This design comes from an exercise in tuning for small area and a short achievable clock period on the open sky130 flow, not from production work.
At most, simulation tests tie the RTL to the original design; equivalence was not proved.
Power figures rest on the tool's default switching activity, not on a simulated workload.

## run a
// rgb565_pixel_alu_top
module rgb565_pixel_alu_top (
	input  logic        clk,
	input  logic        arst_n,
	input  logic        in_valid,
	output logic        in_ready,
	input  logic [2:0]  in_op,
	input  logic [15:0] in_color_a,
	input  logic [15:0] in_color_b,
	input  logic [8:0]  in_weight,
	input  logic [15:0] in_scale_num,
	input  logic [15:0] in_scale_den,
	input  logic [2:0]  in_red_depth,
	input  logic [2:0]  in_green_depth,
	input  logic [2:0]  in_blue_depth,
	output logic        out_valid,
	input  logic        out_ready,
	output logic [15:0] out_color
);
	logic        accept_ok;
	logic        div_c;
	logic        lerp_c;
	logic [15:0] y_c;
	logic [5:0]  xr_c, xb_c;
	logic [6:0]  xg_c;
	logic [4:0]  br_c, bb_c;
	logic [5:0]  bg_c;
	logic        valid_d;
	logic        div_d;
	logic [15:0] y_d;
	logic [15:0] den_d;
	logic [5:0]  xr_d, xb_d;
	logic [6:0]  xg_d;
	logic [4:0]  br_d, bb_d;
	logic [5:0]  bg_d;
	logic        valid_a;
	logic        div_a;
	logic [15:0] den_a;
	logic [6:0]   valid_k;
	logic [6:0]   div_k;
	logic [111:0] den_k;
	logic [4:0]  red, blue;
	logic [5:0]  green;
	assign in_ready = accept_ok;
	assign div_c  = (in_op == OP_SCALE) && (in_scale_den != 16'd0);
	assign lerp_c = (in_op == OP_LERP) && !in_weight[8];
	assign y_c    = (in_op == OP_SCALE) ? in_scale_num : {8'd0, in_weight[7:0]};
	rpa_lane_dec #(.Width(5)) u_dec_r (
		.op(in_op), .div(div_c), .lerp(lerp_c),
		.chan_a(in_color_a[15:11]), .chan_b(in_color_b[15:11]),
		.wide_w(in_weight[8]), .depth(in_red_depth), .mul_x(xr_c), .base(br_c));
	rpa_lane_dec #(.Width(6)) u_dec_g (
		.op(in_op), .div(div_c), .lerp(lerp_c),
		.chan_a(in_color_a[10:5]), .chan_b(in_color_b[10:5]),
		.wide_w(in_weight[8]), .depth(in_green_depth), .mul_x(xg_c), .base(bg_c));
	rpa_lane_dec #(.Width(5)) u_dec_b (
		.op(in_op), .div(div_c), .lerp(lerp_c),
		.chan_a(in_color_a[4:0]), .chan_b(in_color_b[4:0]),
		.wide_w(in_weight[8]), .depth(in_blue_depth), .mul_x(xb_c), .base(bb_c));
	always_ff @(posedge clk or negedge arst_n) begin
  ...
Size in the first run: roughly 840 flip-flops, roughly 0.050 mm2 of cells after synthesis.
clock: 6.3 ns
lec_check: 0
cap_margin: 20
core_margin: 2
core_utilization: 40
setup_slack_margin: 3.0
slew_margin: 20
run.sh (not shown) runs the stock make flow with config.mk's settings and CLKGATE_MAP_FILE= SYNTH_SCRIPT=/design/flow/synth_recipe.tcl, a recipe that flattens the netlist after the stock synthesis.
What run b does differently from run a at the input level:
# run a
export LEC_CHECK = 0
export CAP_MARGIN = 20
export CORE_MARGIN = 2
export CORE_UTILIZATION = 40
export SETUP_SLACK_MARGIN = 3.0
export SLEW_MARGIN = 20
create_clock -name core_clock -period 6.3 [get_ports {clk}]
# run b
export LEC_CHECK = 0
export CAP_MARGIN = 20
export CORE_MARGIN = 2
export CORE_UTILIZATION = 40
export SETUP_SLACK_MARGIN = 2.5
export SLEW_MARGIN = 20
create_clock -name core_clock -period 6.3 [get_ports {clk}]
### Flow results
Run b vs run a, routing usage on met1 went down by 0.33 points.
Number of global-route vias before repair for run b: 0.65% up relative to run a
According to the power report, total power for run b is lower than for run a.
No functional check of the RTL was part of any run of this note.

* * *

Another version of the RTL of rgb565_pixel_alu_top (not shown whole).
Size: roughly 6100 cells after synthesis, about 50000 µm² of cells after synthesis.
==> flow/config.mk <==
export PLATFORM = sky130hd
export DESIGN_NAME = rgb565_pixel_alu_top
export DESIGN_NICKNAME = rgb565_pixel_alu_top
export VERILOG_FILES = /design/flow/design.v
export SDC_FILE = /design/flow/constraint.sdc
export NUM_CORES = 4
export LEC_CHECK = 0
export ABC_AREA = 1
export CAP_MARGIN = 20
export CORE_MARGIN = 2
export CORE_UTILIZATION = 65
export CTS_CLUSTER_DIAMETER = 150
export CTS_CLUSTER_SIZE = 24
export PLACE_DENSITY = 0.72
export SETUP_SLACK_MARGIN = 3.3
export SLEW_MARGIN = 20
==> flow/constraint.sdc <==
create_clock -name core_clock -period 6.3 [get_ports {clk}]
set_input_delay 1.2600 -clock core_clock [delete_from_list [all_inputs] [get_ports {clk}]]
set_output_delay 1.2600 -clock core_clock [all_outputs]
set_load 0.01 [all_outputs]
The first run produced a clean layout.
Then changed:
Settings changed: ABC_AREA 1 to not set, CORE_UTILIZATION 65 to 40, PLACE_DENSITY 0.72 to not set.
After rerunning:
- fmax came out lower by 1.3%
- combinational power came out higher by about 4%
- total power came out higher by 2.1%
- global-route usage came out lower by 14 points
Then changed:
Settings changed: CORE_UTILIZATION 40 to 65, GPL_ROUTABILITY_DRIVEN set to 0, PLACE_DENSITY set to 0.72.
Outcome:
- combinational power is about the same
- global-route usage goes up by 10 points
- routed wire length came out lower by 3.7%
- clock skew drops by 0.030 ns
- synthesized cell count stays the same
- register-to-register slack hardly moves
- clock power decreases by about 2%
Then changed:
Settings changed: CORE_UTILIZATION 65 to 75, GPL_ROUTABILITY_DRIVEN 0 to not set, PLACE_DENSITY 0.72 to 0.82.
Result:
- area after synthesis does not change
- final cell count fell by 2.0%
- global-route usage went up by 6.1 points
- setup slack got worse by 0.015 ns
- die area is lower by 13%
- power is higher by 1.1%
- register-to-register slack stays flat
- flip-flop and latch count does not change
- via count went up by 3.8%
- routed wire length came out higher by 6.9%
Then changed:
Settings changed: CORE_UTILIZATION 75 to 40, GPL_ROUTABILITY_DRIVEN set to 0, PLACE_DENSITY 0.82 to not set.
Global-route usage drops by 17 points.
Worst setup slack improved by 0.015 ns.
Via count drops by 5.8%.
Die area climbs by about 90%.
Critical path depth is unchanged.

[afterwards: timing with drivers on the ports]
How much do the figures lean on ideal ports? The routed layouts below were timed once more, with nothing changed but the port constraints. Step 1: set_driving_cell puts a clkbuf_16 on clk and a buf_2 on each other input, an assumption about the parent block. Step 2, shift: input delay + t, output delay - t, t = (earliest + latest rising clock arrival at the registers) / 2. This alone moves slack from input paths to output paths. Slacks: ideal ports / drivers / drivers and shift; pairs: ideal ports / drivers.
run | shift t [ns] | setup WS [ns] | pins driven straight from the clock port
run a | 0.753 | 3.072 / 3.096 / 2.370 | 1
run b | 0.783 | 2.697 / 2.709 / 1.953 | 1
the first run of note 2 | 0.684 | 3.333 / 3.300 / 2.768 | 1
the second run of note 2 | 0.712 | 3.295 / 3.271 / 2.660 | 1
the third run of note 2 | 0.671 | 3.296 / 3.296 / 2.737 | 1
the fourth run of note 2 | 0.672 | 3.282 / 3.282 / 2.650 | 1
the fifth run of note 2 | 0.716 | 3.297 / 3.297 / 2.713 | 1
After both steps setup and hold are still met in every run listed. The setup slack of run b, which loses most, moves by +0.012 ns with the drivers and by -0.744 ns with both steps.
